What follows belongs to an exercise in optimizing a design on an open flow for small area, a short achievable clock period and few clock cycles; a production flow would make more cautious choices. The RTL was checked by simulation tests, not by an equivalence proof against the original design. Power figures rest on the tool's default switching activity, not on a simulated workload.

the previous run:
==> flow/design.v <==
package ram_skeleton_pkg;
  localparam logic [3:0] HEAD_TYPE_ID = 4'd5;
  localparam int         MAX_BANKS    = 4;
  localparam int         BANK_W       = 2;
  function automatic logic [11:0] bist_pattern(input logic [11:0] seed,
                                               input logic [6:0]  index,
                                               input logic        pass);
    logic [11:0] p;
    p = seed ^ {5'd0, index};
    bist_pattern = pass ? ~p : p;
  endfunction
endpackage
module ram_aoi222 (input logic a0, s0, a1, s1, a2, s2, output logic y);
  assign y = !((a0 && s0) || (a1 && s1) || (a2 && s2));
endmodule
module ram_aoi22 (input logic a0, s0, a1, s1, output logic y);
  assign y = !((a0 && s0) || (a1 && s1));
endmodule
module ram_a22o (input logic a0, b0, a1, b1, output logic y);
  assign y = (a0 && b0) || (a1 && b1);
endmodule
module ram_nand4 (input logic a, b, c, d, output logic y);
  assign y = !(a && b && c && d);
endmodule
module ram_nand3 (input logic a, b, c, output logic y);
  assign y = !(a && b && c);
endmodule
module ram_nor4 (input logic a, b, c, d, output logic y);
  assign y = !(a || b || c || d);
endmodule
module ram_nor3 (input logic a, b, c, output logic y);
  assign y = !(a || b || c);
endmodule
module ram_nand2 (input logic a, b, output logic y);
  assign y = !(a && b);
endmodule
module ram_a21oi (input logic a0, a1, b, output logic y);
  assign y = !((a0 && a1) || b);
endmodule
module ram_nor2 (input logic a, b, output logic y);
  assign y = !(a || b);
endmodule
module skeleton_ram_bist
#(
  parameter int BITWIDTH_IN   = 12,
  parameter int BITWIDTH_SYS  = 16,
  parameter int BITWIDTH_HEAD = 26,
  parameter int BITWIDTH_ADR  = 6,
  parameter int NUM_BANKS     = 2
) (
  input  logic                     CLK_SYS,
  input  logic                     RSTN,
  input  logic                     EN,
  input  logic                     TRGG_START_CALC,
  input  logic                     MODE,
  input  logic                     RnW,
  input  logic [1:0]               BANK_SEL,
  input  logic [BITWIDTH_ADR-1:0]  ADR,
  input  logic [BITWIDTH_SYS-1:0]  DATA_IN,
  output logic [BITWIDTH_SYS-1:0]  DATA_OUT,
  output logic [BITWIDTH_HEAD-1:0] DATA_HEAD,
  output logic                     RDY,
  output logic                     ERR
);
  localparam int IN    = BITWIDTH_IN;    
  localparam int SYS   = BITWIDTH_SYS;   
  localparam int NW    = 128;            
  localparam int NA    = 64;             
  localparam int NQ    = 32;             
  localparam int CNT_W = 9;              
  logic              rdy_q;       
  logic              busy_q;      
  logic              rd_q;        
  logic              pass_q;
  logic              done_q;      
  logic              fin_q;       
  logic [6:0]        idx_q;
  logic [IN-1:0]     seed_q;
  logic              cmp_q, cmp_pass_q;
  logic [6:0]        cmp_idx_q;
  logic [CNT_W-1:0]  cnt_q;
  logic              err_q;
  logic [3:0][IN-1:0] cand_q;
  logic [3:0]        low_q;
  logic [3:0]        qsel;
  logic [IN-1:0]     out_word;
  logic [IN-1:0]     mem [NW];
  logic              accept, man_wr, man_rd, idx_last;
  logic              we, out_en, mismatch;
  logic [3:0]        we_q;
  logic [IN-1:0]     mem_din, pattern, exp_word;
  logic [3:0][IN-1:0] word;
  logic [7:0]        lo_m;
  logic [1:0][7:0]   lo_b;       
  logic [3:0]        hi_m;
  logic [1:0][3:0]   hi_b;       
  logic [3:0][NQ-1:0] sel;       
  assign accept   = rdy_q && EN && TRGG_START_CALC;
  assign man_wr   = accept && !MODE && RnW;
  assign man_rd   = accept && !MODE && !RnW;
  assign idx_last = &idx_q;
  assign pattern  = ram_skeleton_pkg::bist_pattern(seed_q, idx_q, pass_q);
  assign exp_word = ram_skeleton_pkg::bist_pattern(seed_q, cmp_idx_q, cmp_pass_q);
  assign out_word = cand_q[0] | cand_q[1] | cand_q[2] | cand_q[3];
  assign mismatch = cmp_q && (out_word != exp_word);
  for (genvar a = 0; a < 8; a++) begin : g_lo
    assign lo_m[a] = rdy_q && (ADR[2:0] == 3'(a));
  end
  for (genvar b = 0; b < 4; b++) begin : g_hi
    assign hi_m[b] = (ADR[4:3] == 2'(b));
  end
  assign we         = busy_q ? (!rd_q && !done_q && !fin_q) : (EN && TRGG_START_CALC && !MODE && RnW);
  for (genvar h = 0; h < 4; h++) begin : g_we_q
    assign we_q[h] = we && (busy_q ? (idx_q[6:5] == 2'(h)) : ({BANK_SEL, ADR[5]} == 3'(h)));
  end
  assign mem_din    = busy_q ? pattern : DATA_IN[SYS-1 -: IN];
  for (genvar h = 0; h < 4; h++) begin : g_sel_q
    for (genvar j = 0; j < NQ; j++) begin : g_sel
      ram_a22o u_sel (.a0(lo_m[j % 8]), .b0(hi_m[j / 8]), .a1(lo_b[h / 2][j % 8]), .b1(hi_b[h % 2][j / 8]),
                      .y(sel[h][j]));
    end
  end
  for (genvar i = 0; i < NW; i++) begin : g_word
    always_ff @(posedge CLK_SYS) begin
      if (we_q[i / NQ] && sel[i / NQ][i % NQ]) mem[i] <= mem_din;
    end
  end
  for (genvar h = 0; h < 4; h++) begin : g_qsel
    assign qsel[h] = busy_q ? (fin_q ? (h == 0) : (idx_q[6:5] == 2'(h)))
                            : ({BANK_SEL, ADR[5]} == 3'(h));
  end
  for (genvar h = 0; h < 4; h++) begin : g_quarter
    for (genvar b = 0; b < IN; b++) begin : g_bit
      logic [10:0] aoi_n;
      logic [2:0]  q;
      logic        r_n;
      for (genvar g = 0; g < 10; g++) begin : g_grp
        localparam int W = NQ * h + 3 * g;
        ram_aoi222 u_aoi (.a0(mem[W][b]), .s0(sel[h][3*g]), .a1(mem[W+1][b]), .s1(sel[h][3*g+1]),
                          .a2(mem[W+2][b]), .s2(sel[h][3*g+2]), .y(aoi_n[g]));
      end
      if (h == 0 && b < CNT_W - 4) begin : g_last_cnt
        ram_aoi222 u_aoi (.a0(mem[NQ-2][b]), .s0(sel[0][NQ-2]), .a1(mem[NQ-1][b]), .s1(sel[0][NQ-1]),
                          .a2(cnt_q[b+4]), .s2(fin_q), .y(aoi_n[10]));
      end else begin : g_last
        ram_aoi22 u_aoi (.a0(mem[NQ*h+NQ-2][b]), .s0(sel[h][NQ-2]), .a1(mem[NQ*h+NQ-1][b]),
                         .s1(sel[h][NQ-1]), .y(aoi_n[10]));
      end
      ram_nand4 u_nand0 (.a(aoi_n[0]), .b(aoi_n[1]), .c(aoi_n[2]),  .d(aoi_n[3]), .y(q[0]));
      ram_nand4 u_nand1 (.a(aoi_n[4]), .b(aoi_n[5]), .c(aoi_n[6]),  .d(aoi_n[7]), .y(q[1]));
      ram_nand3 u_nand2 (.a(aoi_n[8]), .b(aoi_n[9]), .c(aoi_n[10]),               .y(q[2]));
      ram_nor3  u_nor   (.a(q[0]), .b(q[1]), .c(q[2]), .y(r_n));
      ram_nor2  u_out   (.a(r_n), .b(!qsel[h]), .y(word[h][b]));
    end
  end
  assign out_en = man_rd || (busy_q && rd_q && !done_q) || fin_q || (!rdy_q && !busy_q);
  always_ff @(posedge CLK_SYS) begin
    if (out_en) begin
      cand_q    <= word;
      low_q     <= fin_q ? cnt_q[3:0] : 4'b0000;
    end
  end
  always_ff @(posedge CLK_SYS or negedge RSTN) begin
    if (!RSTN) begin
      rdy_q  <= 1'b0;
      busy_q <= 1'b0;
      fin_q  <= 1'b0;
      err_q  <= 1'b0;
    end else begin
      busy_q <= busy_d;
      fin_q  <= fin_d;
      rdy_q  <= !busy_d;
      if (!busy_q) begin
        if (accept && MODE) err_q <= 1'b0;
      end else if (mismatch) begin
        err_q <= 1'b1;
      end
    end
  end
  logic       busy_d, rd_d, pass_d, done_d, fin_d;
  logic [6:0] idx_d;
  always_comb begin
    busy_d = busy_q;
    fin_d  = fin_q;
    rd_d   = rd_q;
    pass_d = pass_q;
    done_d = done_q;
    idx_d  = idx_q;
    if (!busy_q) begin
      busy_d = accept && MODE;
      fin_d  = 1'b0;
      rd_d   = 1'b0;
      pass_d = 1'b0;
      done_d = 1'b0;
      idx_d  = '0;
    end else if (fin_q) begin
      busy_d = 1'b0;
      fin_d  = 1'b0;
    end else if (done_q) begin
      done_d = 1'b0;
      fin_d  = 1'b1;
    end else begin
      idx_d = idx_q + 7'd1;
      if (idx_last) begin
        rd_d = !rd_q;
        if (rd_q) begin
          pass_d = 1'b1;
          if (pass_q) done_d = 1'b1;
        end
      end
    end
  end
  always_ff @(posedge CLK_SYS) begin
    rd_q   <= rd_d;
    pass_q <= pass_d;
    done_q <= done_d;
    idx_q  <= idx_d;
    if (!busy_q) begin
      cnt_q  <= '0;
      seed_q <= DATA_IN[SYS-1 -: IN];
    end else if (mismatch) begin
      cnt_q <= cnt_q + CNT_W'(1);
    end
    cmp_q      <= busy_q && rd_q && !done_q && !fin_q;
    cmp_idx_q  <= idx_q;
    cmp_pass_q <= pass_q;
  end
  for (genvar k = 0; k < 2; k++) begin : g_lo_b_bank
    for (genvar a = 0; a < 8; a++) begin : g_lo_b
      always_ff @(posedge CLK_SYS or negedge RSTN) begin
        if (!RSTN) lo_b[k][a] <= 1'b0;
        else       lo_b[k][a] <= busy_d && !fin_d && (idx_d[6] == 1'(k)) && (idx_d[2:0] == 3'(a));
      end
    end
  end
  for (genvar h = 0; h < 2; h++) begin : g_hi_b_half
    for (genvar b = 0; b < 4; b++) begin : g_hi_b
      always_ff @(posedge CLK_SYS) hi_b[h][b] <= (idx_d[5] == 1'(h)) && (idx_d[4:3] == 2'(b));
    end
  end
  assign DATA_OUT  = {out_word, low_q};
  assign RDY       = rdy_q;
  assign ERR       = err_q;
  assign DATA_HEAD = BITWIDTH_HEAD'({ram_skeleton_pkg::HEAD_TYPE_ID, 6'(BITWIDTH_ADR), 2'(NUM_BANKS - 1),
                                     4'd0, 5'(BITWIDTH_IN), 5'(BITWIDTH_IN)});
endmodule
==> flow/config.mk <==
export PLATFORM = sky130hd
export DESIGN_NAME = skeleton_ram_bist
export DESIGN_NICKNAME = skeleton_ram_bist
export VERILOG_FILES = /design/flow/design.v
export SDC_FILE = /design/flow/constraint.sdc
export NUM_CORES = 4
export LEC_CHECK = 0
export CAP_MARGIN = 20
export CORE_MARGIN = 2
export CORE_UTILIZATION = 55
export CTS_CLUSTER_DIAMETER = 60
export CTS_CLUSTER_SIZE = 30
export PLACE_DENSITY = 0.7
export SETUP_SLACK_MARGIN = 2.4
export SLEW_MARGIN = 20
export SYNTH_HIERARCHICAL = 1
==> flow/constraint.sdc <==
create_clock -name core_clock -period 5.0 [get_ports {CLK_SYS}]
set_input_delay 1.0000 -clock core_clock [delete_from_list [all_inputs] [get_ports {CLK_SYS}]]
set_output_delay 1.0000 -clock core_clock [all_outputs]
set_load 0.01 [all_outputs]
run.sh (not shown) runs the stock make flow with config.mk's settings and CLKGATE_MAP_FILE= SYNTH_SCRIPT=/design/flow/synth_recipe.tcl, a recipe that flattens the netlist after the stock synthesis.
Testbench counts of the previous run, summed over its fixed seeds: cycles 3,200.
The inputs of the current run differ from those of the previous run as listed below.
--- a/flow/design.v
+++ b/flow/design.v
@@ -35,8 +35,14 @@
   assign y = !(a && b);
 endmodule
 module ram_a21oi (input logic a0, a1, b, output logic y);
   assign y = !((a0 && a1) || b);
+endmodule
+module ram_or8 (input logic [7:0] m, input logic [7:0] s, output logic y);
+  assign y = |(m & s);
+endmodule
+module ram_or8c (input logic [7:0] m, input logic [7:0] s, input logic c, f, output logic y);
+  assign y = (|(m & s)) || (c && f);
 endmodule
 module ram_nor2 (input logic a, b, output logic y);
   assign y = !(a || b);
 endmodule
@@ -130,28 +136,28 @@
                             : ({BANK_SEL, ADR[5]} == 3'(h));
   end
   for (genvar h = 0; h < 4; h++) begin : g_quarter
     for (genvar b = 0; b < IN; b++) begin : g_bit
-      logic [10:0] aoi_n;
-      logic [2:0]  q;
-      logic        r_n;
-      for (genvar g = 0; g < 10; g++) begin : g_grp
-        localparam int W = NQ * h + 3 * g;
-        ram_aoi222 u_aoi (.a0(mem[W][b]), .s0(sel[h][3*g]), .a1(mem[W+1][b]), .s1(sel[h][3*g+1]),
-                          .a2(mem[W+2][b]), .s2(sel[h][3*g+2]), .y(aoi_n[g]));
+      logic [3:0] q;
+      logic       r_n;
+      for (genvar g = 0; g < 3; g++) begin : g_grp
+        localparam int W = NQ * h + 8 * g;
+        ram_or8 u_or (.m({mem[W+7][b], mem[W+6][b], mem[W+5][b], mem[W+4][b],
+                          mem[W+3][b], mem[W+2][b], mem[W+1][b], mem[W][b]}),
+                      .s(sel[h][8*g +: 8]), .y(q[g]));
       end
       if (h == 0 && b < CNT_W - 4) begin : g_last_cnt
-        ram_aoi222 u_aoi (.a0(mem[NQ-2][b]), .s0(sel[0][NQ-2]), .a1(mem[NQ-1][b]), .s1(sel[0][NQ-1]),
-                          .a2(cnt_q[b+4]), .s2(fin_q), .y(aoi_n[10]));
+        ram_or8c u_or (.m({mem[31][b], mem[30][b], mem[29][b], mem[28][b],
+                           mem[27][b], mem[26][b], mem[25][b], mem[24][b]}),
+                       .s(sel[0][24 +: 8]), .c(cnt_q[b+4]), .f(fin_q), .y(q[3]));
       end else begin : g_last
-        ram_aoi22 u_aoi (.a0(mem[NQ*h+NQ-2][b]), .s0(sel[h][NQ-2]), .a1(mem[NQ*h+NQ-1][b]),
-                         .s1(sel[h][NQ-1]), .y(aoi_n[10]));
-      end
-      ram_nand4 u_nand0 (.a(aoi_n[0]), .b(aoi_n[1]), .c(aoi_n[2]),  .d(aoi_n[3]), .y(q[0]));
-      ram_nand4 u_nand1 (.a(aoi_n[4]), .b(aoi_n[5]), .c(aoi_n[6]),  .d(aoi_n[7]), .y(q[1]));
-      ram_nand3 u_nand2 (.a(aoi_n[8]), .b(aoi_n[9]), .c(aoi_n[10]),               .y(q[2]));
-      ram_nor3  u_nor   (.a(q[0]), .b(q[1]), .c(q[2]), .y(r_n));
-      ram_nor2  u_out   (.a(r_n), .b(!qsel[h]), .y(word[h][b]));
+        localparam int W = NQ * h + 24;
+        ram_or8 u_or (.m({mem[W+7][b], mem[W+6][b], mem[W+5][b], mem[W+4][b],
+                          mem[W+3][b], mem[W+2][b], mem[W+1][b], mem[W][b]}),
+                      .s(sel[h][24 +: 8]), .y(q[3]));
+      end
+      ram_nor4 u_nor (.a(q[0]), .b(q[1]), .c(q[2]), .d(q[3]), .y(r_n));
+      ram_nor2 u_out (.a(r_n), .b(!qsel[h]), .y(word[h][b]));
     end
   end
   assign out_en = man_rd || (busy_q && rd_q && !done_q) || fin_q || (!rdy_q && !busy_q);
   always_ff @(posedge CLK_SYS) begin
--- outcome ---
- | post-layout worst setup margin | the previous run vs the current run | ≈ equal |
- The current run has met1 layer usage reported by global route above what the previous run had.
- A worst setup path startpoint of cand_q[29] is what the previous run shows, while cand_q[33] belongs to the current run.
- Minimum period implied by the final worst setup slack of the current run is on par with the previous run.
- In the flow results for the previous run and the current run, the cell area after layout is larger on the current run.
- Clock power share | the current run above the previous run
- Compared with the previous run, the current run shows a higher pre-CTS worst setup slack.
Testbench counts of the current run, summed over its fixed seeds: cycles 3,200.


Setup of run D:
Another version of the RTL of skeleton_ram_bist (not shown whole).
==> flow/config.mk <==
export PLATFORM = sky130hd
export DESIGN_NAME = skeleton_ram_bist
export DESIGN_NICKNAME = skeleton_ram_bist
export VERILOG_FILES = /design/flow/design.v
export SDC_FILE = /design/flow/constraint.sdc
export NUM_CORES = 4
export LEC_CHECK = 0
export CAP_MARGIN = 20
export CORE_MARGIN = 2
export CORE_UTILIZATION = 55
export CTS_CLUSTER_DIAMETER = 60
export CTS_CLUSTER_SIZE = 30
export PLACE_DENSITY = 0.7
export SETUP_SLACK_MARGIN = 2.4
export SLEW_MARGIN = 20
export SYNTH_HIERARCHICAL = 1
==> flow/constraint.sdc <==
create_clock -name core_clock -period 5.0 [get_ports {CLK_SYS}]
set_input_delay 1.0000 -clock core_clock [delete_from_list [all_inputs] [get_ports {CLK_SYS}]]
set_output_delay 1.0000 -clock core_clock [all_outputs]
set_load 0.01 [all_outputs]
Testbench counts of run D, summed over its fixed seeds: cycles 3,200.
[inputs] run E vs run D
-- flow/design.v --
<<< run D, line 34
module ram_nand2 (input logic a, b, output logic y);
  assign y = !(a && b);
endmodule
module ram_a21oi (input logic a0, a1, b, output logic y);
  assign y = !((a0 && a1) || b);
endmodule
module skeleton_ram_bist
>>> run E, line 34
module ram_nand2 (input logic a, b, output logic y);
  assign y = !(a && b);
endmodule
module skeleton_ram_bist
<<< run D, line 78
  logic              err_q;
  logic [1:0][IN-1:0] cand_q;
  logic [3:0]        low_q;
  logic [1:0]        bsel;
  logic [IN-1:0]     out_word;
  logic [IN-1:0]     mem [NW];
>>> run E, line 75
  logic              err_q;
  logic [1:0][IN-1:0] cand_q;
  logic [1:0]        show_q;
  logic [3:0]        low_q;
  logic [IN-1:0]     out_word;
  logic [IN-1:0]     mem [NW];
<<< run D, line 96
  assign pattern  = ram_skeleton_pkg::bist_pattern(seed_q, idx_q, pass_q);
  assign exp_word = ram_skeleton_pkg::bist_pattern(seed_q, cmp_idx_q, cmp_pass_q);
  assign out_word = cand_q[0] | cand_q[1];
  assign mismatch = cmp_q && (out_word != exp_word);
  for (genvar a = 0; a < 8; a++) begin : g_lo
>>> run E, line 93
  assign pattern  = ram_skeleton_pkg::bist_pattern(seed_q, idx_q, pass_q);
  assign exp_word = ram_skeleton_pkg::bist_pattern(seed_q, cmp_idx_q, cmp_pass_q);
  assign out_word = (cand_q[0] & {IN{show_q[0]}}) | (cand_q[1] & {IN{show_q[1]}});
  assign mismatch = cmp_q && (out_word != exp_word);
  for (genvar a = 0; a < 8; a++) begin : g_lo
<<< run D, line 116
    end
  end
  assign bsel[0] = busy_q ? (fin_q || !idx_q[6]) : (BANK_SEL == 2'd0);
  assign bsel[1] = busy_q ? (!fin_q && idx_q[6]) : (BANK_SEL == 2'd1);
  for (genvar k = 0; k < 2; k++) begin : g_bank
    for (genvar b = 0; b < IN; b++) begin : g_bit
>>> run E, line 113
    end
  end
  for (genvar k = 0; k < 2; k++) begin : g_bank
    for (genvar b = 0; b < IN; b++) begin : g_bit
<<< run D, line 140
      ram_nor3  u_nor0 (.a(q[0]), .b(q[1]), .c(q[2]), .y(r_n[0]));
      ram_nor3  u_nor1 (.a(q[3]), .b(q[4]), .c(q[5]), .y(r_n[1]));
      ram_a21oi u_out  (.a0(r_n[0]), .a1(r_n[1]), .b(!bsel[k]), .y(word[k][b]));
    end
  end
>>> run E, line 135
      ram_nor3  u_nor0 (.a(q[0]), .b(q[1]), .c(q[2]), .y(r_n[0]));
      ram_nor3  u_nor1 (.a(q[3]), .b(q[4]), .c(q[5]), .y(r_n[1]));
      ram_nand2 u_out  (.a(r_n[0]), .b(r_n[1]),       .y(word[k][b]));
    end
  end
<<< run D, line 149
      cand_q[1] <= word[1];
      low_q     <= fin_q ? cnt_q[3:0] : 4'b0000;
    end
  end
>>> run E, line 144
      cand_q[1] <= word[1];
      low_q     <= fin_q ? cnt_q[3:0] : 4'b0000;
      if (busy_q) show_q <= fin_q ? 2'b01 : {idx_q[6], !idx_q[6]};
      else        show_q <= rdy_q ? {BANK_SEL == 2'd1, BANK_SEL == 2'd0} : 2'b00;
    end
  end
Looking at the reports, run E completed the entire flow and the layout it produced met the timing, DRC and antenna checks. First-iteration DRC count, run E and run D: lower on run E. Compared with run D, in run E count of non-CTS inverters in the layout shows a reduction of 1, synthesized cell count shows no meaningful change. Between run D and run E, detailed-router iteration count before antenna repair decreased. Relative to run D, the final worst hold slack of run E is lower by 0.0083 ns. [run E] final non-filler cell total fell 61 relative to run D. Run E gives more fraction of the cycle the final worst path needs than run D did. Comparing switching share of power for run E and run D, the bigger number came from run D. Comparing run E and run D, the lower maximum single-stage delay on the critical path was measured on run E. Final cell area excluding filler cells went down slightly going from run D to run E. Run D vs run E, timing startpoint of the critical path: rdy_q vs ADR[1]. Looking only at worst setup slack, and setting everything else aside, the lower value of run E and run D goes to run E.
Testbench counts of run E, summed over its fixed seeds: cycles 3,200.

afterwards: timing with drivers on the ports:
How much do the figures lean on ideal ports? The routed layouts below were timed once more, with nothing changed but the port constraints.
Step 1 (the two cells are an assumption about what drives the block):
set clk [get_ports {CLK_SYS}]
set_driving_cell -lib_cell sky130_fd_sc_hd__clkbuf_16 $clk
set_driving_cell -lib_cell sky130_fd_sc_hd__buf_2 [delete_from_list [all_inputs] $clk]
Step 2 moves the port delays by t, midway between the first and last clock arrival at a register: inputs arrive t later, outputs are due t later. That takes back most of the time a late clock gives input paths.
a / b / c = ideal / step 1 / step 2; a / b = the first two.
run	shift t [ns]	setup slack, ns	worst setup path after step 2	slew at the worst register clock pin (ns)
the previous run	0.790	2.041 / 1.967 / 1.310	input to register	0.11 / 0.11
the current run	0.790	2.044 / 1.969 / 1.437	input to register	0.11 / 0.11
run D	0.760	1.995 / 1.953 / 1.193	input to register	0.11 / 0.11
run E	0.757	1.969 / 1.946 / 1.208	input to register	0.11 / 0.11
After both steps every run listed still meets setup and hold. For run D, which loses most, drivers alone change the setup slack by -0.042 ns; drivers and shift together by -0.802 ns.
